From an optimization exercise on the open Yosys and OpenROAD flow, aimed at small area, a short achievable clock period and few clock cycles per item; shortcuts taken in it are not production practice. In this exercise RTL edits were held to simulation tests only and were not proved equivalent to the original. Power is estimated from default activity; no workload was simulated.

==> inputs of 01-16 <==
## rational_arith_normalize_core
module rational_arith_normalize_core #(
  parameter int WIDTH = ran_pkg::WIDTH_DEF
) (
  input  logic clk,
  input  logic rst_n,
  input  logic in_valid,
  output logic in_ready,
  input  logic [ran_pkg::OP_W-1:0] in_operation,
  input  logic signed [ran_pkg::FIELD_W-1:0] in_left_num,
  input  logic signed [ran_pkg::FIELD_W-1:0] in_left_den,
  input  logic signed [ran_pkg::FIELD_W-1:0] in_right_num,
  input  logic signed [ran_pkg::FIELD_W-1:0] in_right_den,
  output logic out_valid,
  input  logic out_ready,
  output logic signed [ran_pkg::FIELD_W-1:0] out_result_num,
  output logic signed [ran_pkg::FIELD_W-1:0] out_result_den,
  output logic [ran_pkg::ST_W-1:0] out_status
);
make LEC_CHECK=0 CAP_MARGIN=20 CORE_MARGIN=2 CORE_UTILIZATION=40 SLEW_MARGIN=20 finish   # period 11.0 ns
run.sh (not shown) runs the stock make flow with config.mk's settings and CLKGATE_MAP_FILE= SYNTH_SCRIPT=/design/flow/synth_recipe.tcl, a recipe that flattens the netlist after the stock synthesis.
==> 01-13: changes against 01-16 <==
--- a/flow/design.v
+++ b/flow/design.v
@@ -50,36 +50,39 @@
   logic [63:0] pabs;
   logic pa_zero, pb_zero, load;
   assign pabs = pa_r[64] ? (~pa_r[63:0] + 64'd1) : pa_r[63:0];
   assign pa_zero = (pa_r == '0);
   assign pb_zero = (pb_r == '0);
   assign load = (ps_r == P_FULL) && ((gs_r == G_IDLE) || release_i);
-  logic [64:0] dab, dba, sab, gx;
+  logic [64:0] dab, sab, gx, tzv;
   logic [63:0] gsh;
-  logic a_ge_b, g_to_a, g_eq, both_odd, g_done;
+  logic a_ge_b, g_to_a, g_eq, both_odd, g_done, g_neg;
   assign dab = {1'b0, a_r} - {1'b0, b_r};
-  assign dba = {1'b0, b_r} - {1'b0, a_r};
   assign sab = {1'b0, a_r} + {1'b0, b_r};
   assign a_ge_b = !dab[64];
   assign g_eq = (a_r == b_r);
   assign both_odd = a_r[0] && b_r[0];
-  assign g_done = (gs_r == G_RUN) && both_odd && g_eq && (ns_r[0] || ds_r[0]);
+  assign g_done = (gs_r == G_RUN) && ((both_odd && g_eq) || (a_r == '0)) && (ns_r[0] || ds_r[0]);
   always_comb begin
+    g_neg = 1'b0;
     if (!a_r[0]) gx = {1'b0, a_r};
     else if (!b_r[0]) gx = {1'b0, b_r};
     else if (a_r[1] != b_r[1]) gx = sab;
     else if (a_ge_b) gx = dab;
-    else gx = {1'b0, dba[63:0]};
-    if (gx[1]) gsh = gx[64:1];
-    else if (gx[2]) gsh = gx[64:2];
-    else if (gx[3]) gsh = {1'b0, gx[64:3]};
-    else if (gx[4]) gsh = {2'b0, gx[64:4]};
-    else if (gx[5]) gsh = {3'b0, gx[64:5]};
-    else if (gx[6]) gsh = {4'b0, gx[64:6]};
-    else if (gx[7]) gsh = {5'b0, gx[64:7]};
+    else if (dab[8:2] != '0) begin gx = ~dab; g_neg = 1'b1; end
+    else gx = sab;
+    tzv = g_neg ? dab : gx;
+    if (tzv[1]) gsh = gx[64:1];
+    else if (tzv[2]) gsh = gx[64:2];
+    else if (tzv[3]) gsh = {1'b0, gx[64:3]};
+    else if (tzv[4]) gsh = {2'b0, gx[64:4]};
+    else if (tzv[5]) gsh = {3'b0, gx[64:5]};
+    else if (tzv[6]) gsh = {4'b0, gx[64:6]};
+    else if (tzv[7]) gsh = {5'b0, gx[64:7]};
     else gsh = {6'b0, gx[64:8]};
+    if (g_neg) gsh[0] = 1'b1;
   end
   assign g_to_a = !a_r[0] || (b_r[0] && a_ge_b);
   logic hsmall, ge_n, eq_n, ge_d;
   assign hsmall = (b_r[63:33] == '0);
   assign ge_n = hsmall && (ns_r[63:31] >= b_r[32:0]);
   assign eq_n = hsmall && (ns_r[63:31] == b_r[32:0]) && (ns_r[30:0] == '0);
@@ -119,16 +122,14 @@
       znum_r <= pa_zero;
     end else if (gs_r == G_RUN) begin
       if (!ns_r[0] && !ds_r[0]) begin
         ns_r <= {1'b0, ns_r[63:1]};
         ds_r <= {1'b0, ds_r[63:1]};
       end
-      if (!(both_odd && g_eq)) begin
-        if (g_to_a) a_r <= gsh;
-        else b_r <= gsh;
-      end
+      if (g_to_a) a_r <= gsh;
+      else b_r <= gsh;
     end
   end
   assign idle = (ps_r == P_IDLE);
   assign done = (gs_r == G_DONE) || g_done;
   assign a = pa_r;
   assign b = pb_r;
@@ -1869,14 +1870,14 @@
       4'd5: begin bxsel = X_NB; bysel = Y_XR; byhi = 1'b1; bsub = bneg_r; bbsel = B_EB; bdest = D_ON; bdep = !ofree; end
       4'd6: begin bxsel = X_DB; bysel = Y_XR; bdest = D_EB; bdep = 1'b0; end
       default: begin bxsel = X_DB; bysel = Y_XR; byhi = 1'b1; bbsel = B_EB; bdest = D_OD; bdep = 1'b0; end
     endcase
     bactive = (bs_r == B_R) || (handoff && !hzero);
     bwant = bactive && !(bdep && bjust_r) && !(bstep_r == 4'd5 && !ofree);
-    pgrant = pwant;
-    bissue = bwant && !pwant;
+    bissue = bwant;
+    pgrant = pwant && !bwant;
   end
   always_comb begin
     if (pgrant) begin
       xsel = pxsel; ysel = pysel; yhi = pyhi; msub = psub; bsel = pbsel;
       dest = pdest;
       bfe = 1'b0;
--- a/flow/config.mk
+++ b/flow/config.mk
@@ -4,8 +4,9 @@
 export VERILOG_FILES = /design/flow/design.v
 export SDC_FILE = /design/flow/constraint.sdc
 export NUM_CORES = 4
 export LEC_CHECK = 0
 export CAP_MARGIN = 20
 export CORE_MARGIN = 2
-export CORE_UTILIZATION = 40
+export CORE_UTILIZATION = 35
+export SETUP_SLACK_MARGIN = 5
 export SLEW_MARGIN = 20
==> run summary <==
In critical path depth, 01-16 and 01-13 do not differ. In count of clock-buffer cells in the layout, 01-13 and 01-16 do not differ. Of 01-16 and 01-13, 01-16 has the higher clock skew (gap 21 ps). Between 01-13 and 01-16, the lower utilization is in 01-13 (gap 4.3 points). Against 01-13, the area after synthesis of 01-16 is larger by 2.9%. In wire length, 01-16 and 01-13 hardly differ. Against 01-13, the sequential share of layout area of 01-16 is higher by 0.15 points. Against 01-16, the power of 01-13 is larger by about 9%.
==> figures <==
Share of cell area taken by flip-flops and latches: 01-16 29.6%; 01-13 29.4%
Peak ir drop on the vdd network: 01-16 0.204 mV; 01-13 0.186 mV
Multi-input comb cells: 01-16 6317; 01-13 6126
Least-Margin Pin Slew: 01-16 1330 ps; 01-13 1270 ps
Internal reg-to-reg setup slack: 01-16 3810 ps; 01-13 4990 ps
Upper clock frequency limit: 01-16 0.139 GHz; 01-13 0.166 GHz
Area share of xor/xnor cells in the synthesized design: 01-16 4.64%; 01-13 5.08%
Total global routing track utilization: 01-16 35.6%; 01-13 32.3%
Critical-path top delay cell: 01-16 sky130_fd_sc_hd__edfxtp_1; 01-13 sky130_fd_sc_hd__ha_1
Fraction of area in multi-input gates: 01-16 55.6%; 01-13 54.5%
Area of the mapped netlist: 01-16 76900 sq um; 01-13 74800 sq um
Post-place instance area: 01-16 81700 sq um; 01-13 80500 sq um
Area share of the largest cell type after synthesis: 01-16 27.0%; 01-13 27.8%
PnR Total Power: 01-16 11.6 mW; 01-13 12.6 mW
Signal inverters: 01-16 820; 01-13 752
Outcome: 01-16 timing/DRC/antenna clean; 01-13 timing/DRC/antenna clean
Vias in the first global route: 01-16 68800; 01-13 67200
Non-clock buffering overhead in the final layout: 01-16 3.82%; 01-13 4.60%
Testbench counts of 01-16, summed over its fixed seeds: cycles 18,961, items 960.
Testbench counts of 01-13, summed over its fixed seeds: cycles 18,149, items 960.

==> v37 <==
rational_arith_normalize_core, a different RTL version from the one above (not shown whole).
==> module ran_divu, before the edit <==
module ran_divu (
  input  logic        clk,
  input  logic        rst_n,
  input  logic        p_first,    
  input  logic        p_last,     
  input  logic        p_dneg,     
  input  logic        we_a,       
  input  logic        we_b,       
  input  logic [64:0] macc,
  input  logic        release_i,  
  output logic        idle,       
  output logic        done,       
  output logic [64:0] a,          
  output logic [63:0] b,
  output logic [63:0] h,
  output logic [31:0] ns_lo,
  output logic [31:0] ds_lo,
  output logic        ovf,
  output logic        neg_res,
  output logic        zden,
  output logic        znum,
  output logic        dneg
);
  typedef enum logic [2:0] { P_IDLE, P_P, P_D1, P_D2, P_FULL } pstate_t;
  typedef enum logic [1:0] { G_IDLE, G_RUN, G_DONE } gstate_t;
  pstate_t ps_r;
  gstate_t gs_r;
  logic [64:0] pa_r;          
  logic [63:0] pb_r;          
  logic pdneg_r;
  logic [63:0] a_r;           
  logic [63:0] b_r;
  logic [63:0] ns_r, ds_r;    
  logic nneg_r, dneg_r, zden_r, znum_r;
  logic [63:0] pabs;
  logic pa_zero, pb_zero, load;
  assign pabs = pa_r[64] ? (~pa_r[63:0] + 64'd1) : pa_r[63:0];
  assign pa_zero = (pa_r == '0);
  assign pb_zero = (pb_r == '0);
  assign load = (ps_r == P_FULL) && ((gs_r == G_IDLE) || release_i);
  logic [64:0] dab, sab, gx, tzv;
  logic [63:0] gsh;
  logic a_ge_b, g_to_a, g_eq, both_odd, g_done, g_neg;
  logic [64:0] dabc;
  ran_add64 u_dab (.a(a_r), .b(~b_r), .ci(1'b1), .y(dabc));
  ran_add64 u_sab (.a(a_r), .b(b_r), .ci(1'b0), .y(sab));
  assign dab = {!dabc[64], dabc[63:0]};
  assign a_ge_b = dabc[64];
  assign g_eq = (a_r == b_r);
  assign both_odd = a_r[0] && b_r[0];
  assign g_done = (gs_r == G_RUN) && ((both_odd && g_eq) || (a_r == '0)) && (ns_r[0] || ds_r[0]);
  always_comb begin
    g_neg = 1'b0;
    if (load) gx = pabs[0] ? {1'b0, pb_r} : {1'b0, pabs};
    else if (!a_r[0]) gx = {1'b0, a_r};
    else if (!b_r[0]) gx = {1'b0, b_r};
    else if (a_r[1] != b_r[1]) gx = sab;
    else if (a_ge_b) gx = dab;
    else if (dab[8:2] != '0) begin gx = ~dab; g_neg = 1'b1; end
    else gx = sab;
    tzv = g_neg ? dab : gx;
    if (tzv[1]) gsh = gx[64:1];
    else if (tzv[2]) gsh = gx[64:2];
    else if (tzv[3]) gsh = {1'b0, gx[64:3]};
    else if (tzv[4]) gsh = {2'b0, gx[64:4]};
    else if (tzv[5]) gsh = {3'b0, gx[64:5]};
    else if (tzv[6]) gsh = {4'b0, gx[64:6]};
    else if (tzv[7]) gsh = {5'b0, gx[64:7]};
    else gsh = {6'b0, gx[64:8]};
    if (g_neg) gsh[0] = 1'b1;
  end
  assign g_to_a = !a_r[0] || (b_r[0] && a_ge_b);
  logic hsmall, ge_n, eq_n, ge_d;
  assign hsmall = (b_r[63:33] == '0);
  assign ge_n = hsmall && (ns_r[63:31] >= b_r[32:0]);
  assign eq_n = hsmall && (ns_r[63:31] == b_r[32:0]) && (ns_r[30:0] == '0);
  assign ge_d = hsmall && (ds_r[63:31] >= b_r[32:0]);
  assign neg_res = nneg_r ^ dneg_r;
  assign ovf = (neg_res ? (ge_n && !eq_n) : ge_n) || ge_d;
  always_ff @(posedge clk) begin
    if (!rst_n) begin
      ps_r <= P_IDLE;
      gs_r <= G_IDLE;
    end else begin
      case (ps_r)
        P_IDLE: if (p_last) ps_r <= P_D1; else if (p_first) ps_r <= P_P;
        P_P: if (p_last) ps_r <= P_D1;
        P_D1: ps_r <= P_D2;
        P_D2: ps_r <= P_FULL;
        P_FULL: if (load) ps_r <= P_IDLE;
        default: ps_r <= P_IDLE;
      endcase
      if (load) gs_r <= (pa_zero || pb_zero) ? G_DONE : G_RUN;
      else if (release_i) gs_r <= G_IDLE;
      else if (g_done) gs_r <= G_DONE;
    end
  end
  always_ff @(posedge clk) begin
    if (we_a) pa_r <= macc;
    if (we_b) pb_r <= macc[63:0];
    if (p_last) pdneg_r <= p_dneg;
    if (load) begin
      a_r <= pabs[0] ? pabs : gsh;
      b_r <= (pabs[0] && !pb_r[0]) ? gsh : pb_r;
      ns_r <= pabs;
      ds_r <= pb_r;
      nneg_r <= pa_r[64];
      dneg_r <= pdneg_r;
      zden_r <= pb_zero;
      znum_r <= pa_zero;
    end else if (gs_r == G_RUN) begin
      if (!ns_r[0] && !ds_r[0]) begin
        ns_r <= {1'b0, ns_r[63:1]};
        ds_r <= {1'b0, ds_r[63:1]};
      end
      if (g_to_a) a_r <= gsh;
      else b_r <= gsh;
    end
  end
  assign idle = (ps_r == P_IDLE);
  assign done = (gs_r == G_DONE) || g_done;
  assign a = pa_r;
  assign b = pb_r;
  assign h = b_r;
  assign ns_lo = ns_r[31:0];
  assign ds_lo = ds_r[31:0];
  assign zden = zden_r;
  assign znum = znum_r;
  assign dneg = dneg_r;
endmodule
clock: 11.0 ns
lec_check: 0
cap_margin: 20
core_margin: 2
core_utilization: 50
setup_slack_margin: 5
slew_margin: 20
==> v17 (differences from v37) <==
CAP_MARGIN = 30   (was 20)
CORE_UTILIZATION = 40   (was 50)
SLEW_MARGIN = 30   (was 20)
==> v1 (differences from v37) <==
--- a/flow/design.v
+++ b/flow/design.v
@@ -67,6 +67,5 @@
   always_comb begin
     g_neg = 1'b0;
-    if (load) gx = pabs[0] ? {1'b0, pb_r} : {1'b0, pabs};
-    else if (!a_r[0]) gx = {1'b0, a_r};
+    if (!a_r[0]) gx = {1'b0, a_r};
     else if (!b_r[0]) gx = {1'b0, b_r};
     else if (a_r[1] != b_r[1]) gx = sab;
@@ -116,6 +115,6 @@
     if (p_last) pdneg_r <= p_dneg;
     if (load) begin
-      a_r <= pabs[0] ? pabs : gsh;
-      b_r <= (pabs[0] && !pb_r[0]) ? gsh : pb_r;
+      a_r <= pabs;
+      b_r <= pb_r;
       ns_r <= pabs;
       ds_r <= pb_r;
CORE_UTILIZATION = 40   (was 50)
==> v26 (differences from v37) <==
--- a/flow/design.v
+++ b/flow/design.v
@@ -67,6 +67,5 @@
   always_comb begin
     g_neg = 1'b0;
-    if (load) gx = pabs[0] ? {1'b0, pb_r} : {1'b0, pabs};
-    else if (!a_r[0]) gx = {1'b0, a_r};
+    if (!a_r[0]) gx = {1'b0, a_r};
     else if (!b_r[0]) gx = {1'b0, b_r};
     else if (a_r[1] != b_r[1]) gx = sab;
@@ -116,6 +115,6 @@
     if (p_last) pdneg_r <= p_dneg;
     if (load) begin
-      a_r <= pabs[0] ? pabs : gsh;
-      b_r <= (pabs[0] && !pb_r[0]) ? gsh : pb_r;
+      a_r <= pabs;
+      b_r <= pb_r;
       ns_r <= pabs;
       ds_r <= pb_r;
==> results.yml <==
drt:
  totalWireLength_um: 300000
yosys:
  synth_xor_area_share_pct: 4.41
  synth_cell_types: 99
critical_path:
  crit_arrival_ns: 6.52
  rr_startpoint: "u_fe.a_r[61]"
  reg2reg_depth: 15
  worstReg2RegEnd: "u_fe.b_r[19]"
floorplanning:
  placement_rows: 138
finish:
  multi_input_area_share_pct: 52.8
  stdcell_count: 9541
place:
  dp.cells: 9239
power_and_ir_drop:
  power_frac_seq_pct: 37.9
  power_density_nw_per_um2: 141
status:
  status: "timing/DRC/antenna clean"
grt:
  gr-usage-met3_pct: 8.84
That was v26.
==> results.yml <==
yosys:
  synth_cell_types: 99
  synth_xor_area_share_pct: 4.41
status:
  violations: "max-capacitance violations, max-slew violations"
  status: "failed layout checks"
timing:
  maxSlewViolCount: 6
flow_run:
  maxCapViolCount: 1
place:
  dp.cells: 9690
drt:
  totalWireLength_um: 309000
finish:
  multi_input_area_share_pct: 52.5
  stdcell_count: 9977
critical_path:
  reg2reg_depth: 17
floorplanning:
  placement_rows: 154
That was v1.
==> results.yml <==
drt:
  totalWireLength_um: 352000
power_and_ir_drop:
  power_density_nw_per_um2: 135
grt:
  grt_use_total_pct: 35.7
  gr-usage-met3_pct: 9.67
critical_path:
  reg2reg_depth: 29
  crit_arrival_ns: 6.83
finish:
  stdcell_count: 10900
  multi_input_area_share_pct: 53.5
yosys:
  synth_xor_area_share_pct: 4.36
  synth_cell_types: 100
status:
  status: "timing/DRC/antenna clean"
floorplanning:
  placement_rows: 158
That was v17.
==> results.yml <==
status:
  status: "timing/DRC/antenna clean"
finish:
  stdcell_count: 10300
  layout.nonclk_buf_share_pct: 6.85
  multi_input_area_share_pct: 53.7
critical_path:
  reg2reg_depth: 29
  worstReg2RegEnd: "u_fe.a_r[49]"
  rr_startpoint: "u_fe.b_r[0]"
  crit_arrival_ns: 6.75
floorplanning:
  placement_rows: 141
  ios: 203
yosys:
  synth_xor_area_share_pct: 4.36
drt:
  totalWireLength_um: 354000
  top_layer: "met5"
power_and_ir_drop:
  power_density_nw_per_um2: 135
  power_frac_seq_pct: 37.3
grt:
  gr-usage-met3_pct: 12.3
place:
  dp.cells: 9925
timing:
  final-setup-viol-count: 0
That was v37.
Testbench counts of v37, summed over its fixed seeds: cycles 17,653, items 960.
Testbench counts of v17, summed over its fixed seeds: cycles 17,653, items 960.
Testbench counts of v1, summed over its fixed seeds: cycles 18,149, items 960.
Testbench counts of v26, summed over its fixed seeds: cycles 18,149, items 960.

## static timing again, ports no longer ideal
How much do the figures lean on ideal ports? The routed layouts below were timed once more, with nothing changed but the port constraints. Step 1 assumes that a clkbuf_16 drives the clock port and a buf_2 every other input. Step 2, shift: input delay + t, output delay - t, t = (earliest + latest rising clock arrival at the registers) / 2. This alone moves slack from input paths to output paths. a / b / c = ideal ports / drivers / drivers and shift; a / b = the first two.
| run | t (ns) | slack for setup (ns) | worst register clock-pin slew, ns |
|---|---|---|---|
| 01-16 | 0.815 | 3.810 / 3.810 / 3.810 | 0.07 / 0.07 |
| 01-13 | 0.813 | 4.992 / 4.992 / 4.992 | 0.07 / 0.07 |
| v37 | 0.847 | 4.723 / 4.723 / 4.723 | 0.08 / 0.08 |
| v17 | 0.851 | 4.633 / 4.633 / 4.633 | 0.07 / 0.07 |
| v1 | 0.819 | 5.007 / 5.007 / 5.007 | 0.07 / 0.07 |
| v26 | 0.808 | 4.964 / 4.964 / 4.964 | 0.07 / 0.07 |
